This design comes from an exercise in tuning for small area, a short achievable clock period and few clock cycles per item on the open sky130 flow, not from production work. Only simulation tests tie the RTL to the original design; equivalence was not proved. Power figures rest on the tool's default switching activity, not on a simulated workload.

==> job 6859: inputs <==
==> flow/design.v <==
`default_nettype none
package fbpm_pkg;
    localparam logic [2:0] ACT_PAINT      = 3'd0;
    localparam logic [2:0] ACT_CONSUME    = 3'd1;
    localparam logic [2:0] ACT_RETURN     = 3'd2;
    localparam logic [2:0] ACT_CLEAR_PEND = 3'd3;
    localparam logic [2:0] ACT_RESET_POOL = 3'd4;
endpackage
`default_nettype wire
`default_nettype none
import fbpm_pkg::*;
module fbpm_ctrl
(
    input  wire logic        clk,
    input  wire logic        rst_n,
    input  wire logic        start,
    output logic             busy,
    input  wire logic [34:0] request,
    output logic             v,       
    output logic             pn,      
    output logic             ps,      
    output logic             cs,      
    output logic             rt,      
    output logic             cl,      
    output logic             rp,      
    output logic [1:0]       idx
);
    logic [2:0]  act;
    logic [14:0] w;
    logic [14:0] h;
    logic [14:0] alloc_w;
    logic [14:0] alloc_h;
    logic        size_diff;
    logic        is_paint;
    logic        is_reset;
    assign busy      = 1'b0;
    assign act       = request[34:32];
    assign w         = request[31:17];
    assign h         = request[16:2];
    assign size_diff = (w != alloc_w) || (h != alloc_h);
    assign is_paint  = (act == ACT_PAINT);
    assign is_reset  = (act == ACT_RESET_POOL);
    always_ff @(posedge clk or negedge rst_n)
    begin
        if (!rst_n)
        begin
            alloc_w <= '0;
            alloc_h <= '0;
        end
        else if (start)
        begin
            if (is_paint)
            begin
                alloc_w <= w;
                alloc_h <= h;
            end
            else if (is_reset)
            begin
                alloc_w <= '0;
                alloc_h <= '0;
            end
        end
    end
    always_ff @(posedge clk)
    begin
        v   <= start;
        pn  <= start && is_paint && size_diff;
        ps  <= start && is_paint && !size_diff;
        cs  <= start && (act == ACT_CONSUME);
        rt  <= start && (act == ACT_RETURN);
        cl  <= start && (act == ACT_CLEAR_PEND);
        rp  <= start && is_reset;
        idx <= request[1:0];
    end
endmodule
`default_nettype wire
`default_nettype none
module fbpm_datapath
(
    input  wire logic        clk,
    input  wire logic        rst_n,
    input  wire logic        v,
    input  wire logic        pn,
    input  wire logic        ps,
    input  wire logic        cs,
    input  wire logic        rt,
    input  wire logic        cl,
    input  wire logic        rp,
    input  wire logic [1:0]  idx,
    output logic             done,
    output logic [44:0]      result
);
    logic [1:0]  free_stack  [4];
    logic [2:0]  free_top;
    logic [1:0]  flight_list [4];
    logic [2:0]  flight_count;
    logic        ready_flag;
    logic [1:0]  ready_slot;
    logic        ready_zero;
    logic [31:0] paint_gen;
    logic [31:0] uploaded_gen;
    logic        gen_gt;
    logic        acc_q;
    logic        gen_nz_q;
    logic        repl_q;
    logic        reinit_q;
    logic [1:0]  free_stack_n  [4];
    logic [2:0]  free_top_n;
    logic [1:0]  flight_list_n [4];
    logic [2:0]  flight_count_n;
    logic        ready_flag_n;
    logic [1:0]  ready_slot_n;
    logic        ready_zero_n;
    logic [31:0] paint_gen_n;
    logic [31:0] uploaded_gen_n;
    logic        gen_gt_n;
    logic [2:0]  top_m1;
    logic [2:0]  fl_m1;
    logic        ready_hit;
    logic        idx_hit;
    logic        fl_hit;
    logic [1:0]  fl_pos;
    logic [1:0]  pop_entry;
    logic [1:0]  fl_last;
    logic        has_free;
    logic        grant_pop;
    logic        grant_paint;
    logic        grant_cons;
    logic        push_ready;
    logic        ret_push;
    logic        ret_fl;
    logic        append;
    logic        gen_eq;
    assign top_m1    = free_top - 3'd1;
    assign fl_m1     = flight_count - 3'd1;
    assign pop_entry = free_stack[top_m1[1:0]];
    assign fl_last   = flight_list[fl_m1[1:0]];
    assign has_free  = (free_top != 3'd0);
    assign gen_eq    = (paint_gen == uploaded_gen);
    always_comb
    begin
        ready_hit = 1'b0;
        idx_hit   = 1'b0;
        fl_hit    = 1'b0;
        fl_pos    = '0;
        for (int i = 0; i < 4; i++)
        begin
            if ((3'(i) < top_m1) && (free_stack[i] == ready_slot))
                ready_hit = 1'b1;
            if ((3'(i) < free_top) && (free_stack[i] == idx))
                idx_hit = 1'b1;
        end
        for (int i = 3; i >= 0; i--)
        begin
            if ((3'(i) < flight_count) && (flight_list[i] == idx))
            begin
                fl_hit = 1'b1;
                fl_pos = 2'(i);
            end
        end
    end
    assign grant_pop   = ps && has_free;
    assign grant_paint = ps && (has_free || ready_flag);
    assign grant_cons  = cs && ready_flag && gen_gt;
    assign push_ready  = grant_pop && ready_flag && !ready_hit;
    assign ret_push    = rt && !idx_hit && !free_top[2];
    assign ret_fl      = rt && fl_hit;
    assign append      = grant_cons && !flight_count[2];
    always_comb
    begin
        for (int i = 0; i < 4; i++)
        begin
            free_stack_n[i] = free_stack[i];
            if (pn)
                free_stack_n[i] = 2'(i);
            else if (push_ready && (2'(i) == top_m1[1:0]))
                free_stack_n[i] = ready_slot;
            else if (ret_push && (2'(i) == free_top[1:0]))
                free_stack_n[i] = idx;
        end
        if (pn)
            free_top_n = 3'd3;
        else if (rp)
            free_top_n = 3'd0;
        else if (grant_pop && !push_ready)
            free_top_n = top_m1;
        else if (ret_push)
            free_top_n = free_top + 3'd1;
        else
            free_top_n = free_top;
        for (int i = 0; i < 4; i++)
        begin
            flight_list_n[i] = flight_list[i];
            if (append && (2'(i) == flight_count[1:0]))
                flight_list_n[i] = ready_slot;
            else if (ret_fl && (2'(i) == fl_pos))
                flight_list_n[i] = fl_last;
        end
        if (pn || rp)
            flight_count_n = 3'd0;
        else if (append)
            flight_count_n = flight_count + 3'd1;
        else if (ret_fl)
            flight_count_n = fl_m1;
        else
            flight_count_n = flight_count;
        if (pn || grant_paint)
            ready_flag_n = 1'b1;
        else if (grant_cons || rp)
            ready_flag_n = 1'b0;
        else
            ready_flag_n = ready_flag;
        if (pn)
            ready_slot_n = 2'd3;
        else if (grant_pop)
            ready_slot_n = pop_entry;
        else
            ready_slot_n = ready_slot;
        if (pn || grant_paint)
            ready_zero_n = 1'b0;
        else if (rt && (idx == ready_slot))
            ready_zero_n = 1'b1;
        else
            ready_zero_n = ready_zero;
        if (pn)
            paint_gen_n = 32'd1;
        else if (rp)
            paint_gen_n = 32'd0;
        else
            paint_gen_n = paint_gen + {31'd0, grant_paint};
        if (pn || rp || (grant_cons && ready_zero))
            uploaded_gen_n = 32'd0;
        else if (cl || grant_cons)
            uploaded_gen_n = paint_gen;
        else
            uploaded_gen_n = uploaded_gen;
        if (pn)
            gen_gt_n = 1'b1;
        else if (rp || cl)
            gen_gt_n = 1'b0;
        else if (grant_cons)
            gen_gt_n = ready_zero;
        else if (grant_paint)
            gen_gt_n = (paint_gen != 32'hffff_ffff) && (gen_gt || gen_eq);
        else
            gen_gt_n = gen_gt;
    end
    always_ff @(posedge clk or negedge rst_n)
    begin
        if (!rst_n)
        begin
            free_top     <= '0;
            flight_count <= '0;
            ready_flag   <= 1'b0;
            paint_gen    <= '0;
            uploaded_gen <= '0;
            gen_gt       <= 1'b0;
            done         <= 1'b0;
        end
        else
        begin
            free_top     <= free_top_n;
            flight_count <= flight_count_n;
            ready_flag   <= ready_flag_n;
            paint_gen    <= paint_gen_n;
            uploaded_gen <= uploaded_gen_n;
            gen_gt       <= gen_gt_n;
            done         <= v;
        end
    end
    always_ff @(posedge clk)
    begin
        for (int i = 0; i < 4; i++)
        begin
            free_stack[i]  <= free_stack_n[i];
            flight_list[i] <= flight_list_n[i];
        end
        ready_slot <= ready_slot_n;
        ready_zero <= ready_zero_n;
        acc_q      <= pn || grant_paint || grant_cons;
        gen_nz_q   <= pn || grant_paint || (grant_cons && !ready_zero);
        repl_q     <= ps && ready_flag;
        reinit_q   <= pn;
    end
    assign result = {acc_q,
                     ready_slot & {2{acc_q}},
                     paint_gen & {32{gen_nz_q}},
                     repl_q,
                     reinit_q,
                     free_top,
                     ready_flag,
                     flight_count,
                     ready_flag && gen_gt};
endmodule
`default_nettype wire
`default_nettype none
module frame_buffer_pool_manager_top
(
    input  wire logic        clk,
    input  wire logic        rst_n,
    input  wire logic        start,
    output logic             busy,
    input  wire logic [34:0] request,
    output logic             done,
    output logic [44:0]      result
);
    logic       v;
    logic       pn;
    logic       ps;
    logic       cs;
    logic       rt;
    logic       cl;
    logic       rp;
    logic [1:0] idx;
    fbpm_ctrl u_ctrl (
        .clk     (clk),
        .rst_n   (rst_n),
        .start   (start),
        .busy    (busy),
        .request (request),
        .v       (v),
        .pn      (pn),
        .ps      (ps),
        .cs      (cs),
        .rt      (rt),
        .cl      (cl),
        .rp      (rp),
        .idx     (idx)
    );
    fbpm_datapath u_datapath (
        .clk     (clk),
        .rst_n   (rst_n),
        .v       (v),
        .pn      (pn),
        .ps      (ps),
        .cs      (cs),
        .rt      (rt),
        .cl      (cl),
        .rp      (rp),
        .idx     (idx),
        .done    (done),
        .result  (result)
    );
endmodule
`default_nettype wire
==> flow/run.sh <==
#!/bin/bash
# synth_recipe.tcl (not shown) runs the flow's synth.tcl, then flattens the netlist and writes it again
# the make line also repeats each setting of config.mk as NAME=value (left out here)
make -C /OpenROAD-flow-scripts/flow DESIGN_CONFIG=/design/flow/config.mk WORK_HOME=/design/flow/orfs CLKGATE_MAP_FILE= SYNTH_SCRIPT=/design/flow/synth_recipe.tcl finish
==> flow/config.mk <==
export PLATFORM = sky130hd
export DESIGN_NAME = frame_buffer_pool_manager_top
export DESIGN_NICKNAME = frame_buffer_pool_manager_top
export VERILOG_FILES = /design/flow/design.v
export SDC_FILE = /design/flow/constraint.sdc
export NUM_CORES = 4
export LEC_CHECK = 0
export CAP_MARGIN = 20
export CORE_MARGIN = 2
export CORE_UTILIZATION = 40
export SETUP_SLACK_MARGIN = 3.0
export SLEW_MARGIN = 20
==> flow/constraint.sdc <==
create_clock -name core_clock -period 6.0 [get_ports {clk}]
set_input_delay 1.2000 -clock core_clock [delete_from_list [all_inputs] [get_ports {clk}]]
set_output_delay 1.2000 -clock core_clock [all_outputs]
set_load 0.01 [all_outputs]
==> job 1077: changes against job 6859 <==
SETUP_SLACK_MARGIN = not set   (was 3.0)
==> qor summary <==
	job 1077	job 6859
Detailed-route wire length on metal 1	7720 µm	7700 µm
Run status	no timing/DRC/antenna violations	no timing/DRC/antenna violations
Register fraction of the total cell area	38.0%	37.9%
Iteration-0 DRC Markers	354	283
Maximum fanout along the worst path	32	9
Router iterations before antenna repair	5	6
Combinational group power	0.499 mW	0.516 mW
Worst Skew	5.75 ps	5.94 ps
Cell Int Power	1.85 mW	1.87 mW
Average wire per standard cell	16.6 µm	16.5 µm
Multi-input gate share of total cell area	41.4%	41.4%
Crit path arrival time	2080 ps	1720 ps
Switching share of total power	28.6%	28.5%
Detail Route met2 WL	8550 µm	8530 µm
Max Freq	305 MHz	342 MHz
Power in the clock group	0.999 mW	1.00 mW
Clock-cell share	6.60%	6.56%
Area Growth Syn to Fin	20.4%	21.0%
Testbench counts of job 6859, summed over its fixed seeds: cycles 9,616, items 9,600.
Testbench counts of job 1077, summed over its fixed seeds: cycles 9,616, items 9,600.

what the ideal ports hide:
In the flow no input, the clock included, has a driving cell. The finished layouts below were timed again as built, in two steps.
Step 1 assumes that a clkbuf_16 drives the clock port and a buf_2 every other input.
Step 2, shift: input delay + t, output delay - t, t = (earliest + latest rising clock arrival at the registers) / 2. This alone moves slack from input paths to output paths.
Three values: no drivers, after step 1, after step 2; two values: the first two.
run	t, ns	slack for setup (ns)	worst setup path after step 2	worst data-port slew with drivers (ns)
job 6859	0.458	3.077 / 3.035 / 3.017	input to register	0.06
job 1077	0.456	2.718 / 2.676 / 2.731	register to register	0.06
After both steps every run listed still meets setup and hold. For job 6859, which loses most, drivers alone change the setup slack by -0.042 ns; drivers and shift together by -0.060 ns.
